This design comes from an exercise in tuning for small area, a short achievable clock period and few clock cycles per item on the open sky130 flow, not from production work.
Where RTL was checked, it was by simulation tests only, not by an equivalence proof against the original.
Power is estimated from default activity; no workload was simulated.

== run A ==
==> flow/design.v (excerpt) <==
module pe_top (
    input  logic                      clk,
    input  logic                      rstn,
    input  logic [pe_pkg::CFG_W-1:0]  filter_size,
    input  logic                      iact_write_en,
    input  logic [pe_pkg::DATA_W-1:0] data_iact_in,
    output logic                      iact_ready,
    input  logic                      weight_write_en,
    input  logic [pe_pkg::DATA_W-1:0] data_weight_in,
    output logic                      weight_ready,
    input  logic                      psum_write_en,
    input  logic [pe_pkg::DATA_W-1:0] data_psum_in,
    output logic                      psum_ready,
    input  logic                      psum_read_en,
    output logic [pe_pkg::DATA_W-1:0] data_psum_out,
    output logic                      psum_out_valid
);
==> module pe_top, before the edit <==
module pe_top (
    input  logic                      clk,
    input  logic                      rstn,
    input  logic [pe_pkg::CFG_W-1:0]  filter_size,
    input  logic                      iact_write_en,
    input  logic [pe_pkg::DATA_W-1:0] data_iact_in,
    output logic                      iact_ready,
    input  logic                      weight_write_en,
    input  logic [pe_pkg::DATA_W-1:0] data_weight_in,
    output logic                      weight_ready,
    input  logic                      psum_write_en,
    input  logic [pe_pkg::DATA_W-1:0] data_psum_in,
    output logic                      psum_ready,
    input  logic                      psum_read_en,
    output logic [pe_pkg::DATA_W-1:0] data_psum_out,
    output logic                      psum_out_valid
);
    logic [15:0] a_r, p_r;
    logic [7:0]  neg_r, one_r, two_r;    
    logic        va, vb, vp;
    logic [16:0] w_ext;
    logic [7:0]  w_neg, w_one, w_two;
    assign w_ext = {data_weight_in, 1'b0};
    always_comb begin
        for (int k = 0; k < 8; k++) begin
            w_neg[k] = w_ext[2*k+2];
            w_one[k] = w_ext[2*k+1] ^ w_ext[2*k];
            w_two[k] = (w_ext[2*k+2] & ~w_ext[2*k+1] & ~w_ext[2*k])
                     | (~w_ext[2*k+2] & w_ext[2*k+1] & w_ext[2*k]);
        end
    end
    logic        first_r;      
    logic [3:0]  rem;          
    logic        last_r;       
    logic        v2;           
    logic        first2;       
    logic        last2;        
    logic        out_v;        
    logic        en_r;         
    logic        prdy_r;       
    logic        rst_q;        
    logic        fire;
    assign fire   = va && vb && en_r;
    assign iact_ready   = !va || fire;
    assign weight_ready = !vb || fire;
    assign psum_ready   = prdy_r;
    always_ff @(posedge clk) begin
        if (iact_ready)   a_r <= data_iact_in;
        if (weight_ready) begin
            neg_r <= w_neg;
            one_r <= w_one;
            two_r <= w_two;
        end
        if (psum_ready)   p_r <= data_psum_in;
    end
    logic        va_n, vb_n, vp_n, first_n, last_n, out_v_n, en_n;
    logic [3:0]  rem_n;
    logic [3:0]  fs_m1;
    assign fs_m1   = filter_size[3:0] - 4'd1;
    assign va_n    = iact_ready   ? iact_write_en   : va;
    assign vb_n    = weight_ready ? weight_write_en : vb;
    assign vp_n    = psum_ready   ? psum_write_en   : vp;
    assign first_n = fire ? last_r : first_r;
    assign rem_n   = first_n ? fs_m1 : (fire ? rem - 4'd1 : rem);
    assign last_n  = first_n ? (filter_size[3:0] == 4'd1)
                             : (rem == (fire ? 4'd1 : 4'd0));
    assign out_v_n = (v2 && last2) || (out_v && !psum_read_en);
    assign en_n    = (!first_n || (vp_n && !(fire && first_r)))
                     && (!last_n || (!out_v_n && !(fire && last_r)));
    always_ff @(posedge clk) begin
        if (!rstn) begin
            va      <= 1'b0;
            vb      <= 1'b0;
            vp      <= 1'b0;
            first_r <= 1'b1;
            v2      <= 1'b0;
            out_v   <= 1'b0;
            en_r    <= 1'b0;
            prdy_r  <= 1'b1;
        end else begin
            va      <= va_n;
            vb      <= vb_n;
            vp      <= vp_n;
            first_r <= first_n;
            v2      <= fire;
            out_v   <= out_v_n;
            en_r    <= en_n;
            prdy_r  <= !vp_n || (fire && first_r);
        end
    end
    always_ff @(posedge clk) begin
        rst_q  <= !rstn;
        rem    <= rem_n;
        last_r <= last_n;
    end
    logic [15:0] acc, out_r;
    logic [15:0] sum;
    logic [15:0] acc_s, acc_c;
    mac_core mac (
        .clk (clk),
        .a   (a_r),
        .neg (neg_r),
        .one (one_r),
        .two (two_r),
        .x   (first_r ? p_r : 16'd0),
        .acc (acc),
        .s   (acc_s),
        .c   (acc_c)
    );
    always_ff @(posedge clk) begin
        if (fire) begin
            first2 <= first_r;
            last2  <= last_r;
        end
    end
    assign sum = acc_s + acc_c;
    always_ff @(posedge clk) begin
        if (rst_q || (v2 && last2))
            acc <= '0;
        else if (v2)
            acc <= sum;
        if (v2 && last2)
            out_r <= sum;
    end
    assign psum_out_valid = out_v;
    assign data_psum_out  = out_r;
endmodule
==> flow/config.mk <==
export PLATFORM = sky130hd
export DESIGN_NAME = pe_top
export DESIGN_NICKNAME = pe_top
export VERILOG_FILES = /design/flow/design.v
export SDC_FILE = /design/flow/constraint.sdc
export NUM_CORES = 4
export LEC_CHECK = 0
export CAP_MARGIN = 20
export CORE_MARGIN = 2
export CORE_UTILIZATION = 40
export SETUP_SLACK_MARGIN = 4.0
export SLEW_MARGIN = 20
==> flow/constraint.sdc <==
create_clock -name core_clock -period 7.0 [get_ports {clk}]
set_input_delay 1.4000 -clock core_clock [delete_from_list [all_inputs] [get_ports {clk}]]
set_output_delay 1.4000 -clock core_clock [all_outputs]
set_load 0.01 [all_outputs]
run.sh (not shown) runs the stock make flow with config.mk's settings and CLKGATE_MAP_FILE= SYNTH_SCRIPT=/design/flow/synth_recipe.tcl, a recipe that flattens the netlist after the stock synthesis.
#### Input delta (run H over run A)
diff --git a/flow/design.v b/flow/design.v
--- a/flow/design.v
+++ b/flow/design.v
@@ -338,13 +338,12 @@
     logic        v2;           
     logic        first2;       
     logic        last2;        
     logic        out_v;        
     logic        en_r;         
     logic        prdy_r;       
-    logic        rst_q;        
     logic        fire;
     assign fire   = va && vb && en_r;
     assign iact_ready   = !va || fire;
     assign weight_ready = !vb || fire;
     assign psum_ready   = prdy_r;
     always_ff @(posedge clk) begin
@@ -362,14 +361,13 @@
     assign fs_m1   = filter_size[3:0] - 4'd1;
     assign va_n    = iact_ready   ? iact_write_en   : va;
     assign vb_n    = weight_ready ? weight_write_en : vb;
     assign vp_n    = psum_ready   ? psum_write_en   : vp;
     assign first_n = fire ? last_r : first_r;
     assign rem_n   = first_n ? fs_m1 : (fire ? rem - 4'd1 : rem);
-    assign last_n  = first_n ? (filter_size[3:0] == 4'd1)
-                             : (rem == (fire ? 4'd1 : 4'd0));
+    assign last_n  = (rem_n == 4'd0);
     assign out_v_n = (v2 && last2) || (out_v && !psum_read_en);
     assign en_n    = (!first_n || (vp_n && !(fire && first_r)))
                      && (!last_n || (!out_v_n && !(fire && last_r)));
     always_ff @(posedge clk) begin
         if (!rstn) begin
             va      <= 1'b0;
@@ -389,13 +387,12 @@
             out_v   <= out_v_n;
             en_r    <= en_n;
             prdy_r  <= !vp_n || (fire && first_r);
         end
     end
     always_ff @(posedge clk) begin
-        rst_q  <= !rstn;
         rem    <= rem_n;
         last_r <= last_n;
     end
     logic [15:0] acc, out_r;
     logic [15:0] sum;
     logic [15:0] acc_s, acc_c;
@@ -415,13 +412,13 @@
             first2 <= first_r;
             last2  <= last_r;
         end
     end
     assign sum = acc_s + acc_c;
     always_ff @(posedge clk) begin
-        if (rst_q || (v2 && last2))
+        if (!rstn || (v2 && last2))
             acc <= '0;
         else if (v2)
             acc <= sum;
         if (v2 && last2)
             out_r <= sum;
     end
Findings:
Lower synthesis-to-layout area growth among run A and run H: run A. Post-CTS setup-driven buffer insertion count, run A and run H: higher on run H. [run H] first-pass GRT wire length fell 610 um relative to run A. Relative to run A, switching fraction of total power decreased by 0.29 points in run H. Compared with run A, run H ends up with less cell area. Run A has higher wire length reported by the detailed router than run H. a_r[9]$_DFFE_PP_ as the source of the critical timing path was reported by run A, and two_r[0]$_DFFE_PP_ by run H. Relative to run A, final worst-path cycle share has increased by 0.47 points in run H. Going from run A to run H, count of sequential standard cells went down by 1; maximum clock frequency went down by 3.6 MHz; area of the mapped netlist went down by 74 sq um.
Testbench counts of run H, summed over its fixed seeds: cycles 18,441, rows 2,394.
The RTL of run A was laid out without a check of its function.

## what the ideal ports hide
Ports are ideal in the flow. The routed layouts listed here were re-timed in OpenROAD. Step 1, drivers: a clkbuf_16 drives clk and a buf_2 each remaining input, both assumed. Step 2 adds t to the input delays and takes it off the output delays; t is the mean of the earliest and latest rising clock arrival at the registers after step 1. Input paths then give back, and output paths get back, about the clock's delay inside the block. Slacks: ideal / step 1 / step 2; pairs: ideal / step 1.
| run | shift t [ns] | setup slack, ns | clock arrival spread, ns | worst data-port slew with drivers (ns) | cell pins on the clock port's net |
|---|---|---|---|---|---|
| run A | 0.460 | 3.993 / 3.993 / 3.993 | 0.009 / 0.010 | 0.04 | 1 |
| run H | 0.460 | 3.960 / 3.960 / 3.603 | 0.013 / 0.013 | 0.04 | 1 |
After both steps setup and hold are still met in every run listed. For run H, which loses most, drivers alone change the setup slack by 0.000 ns; drivers and shift together by -0.357 ns.
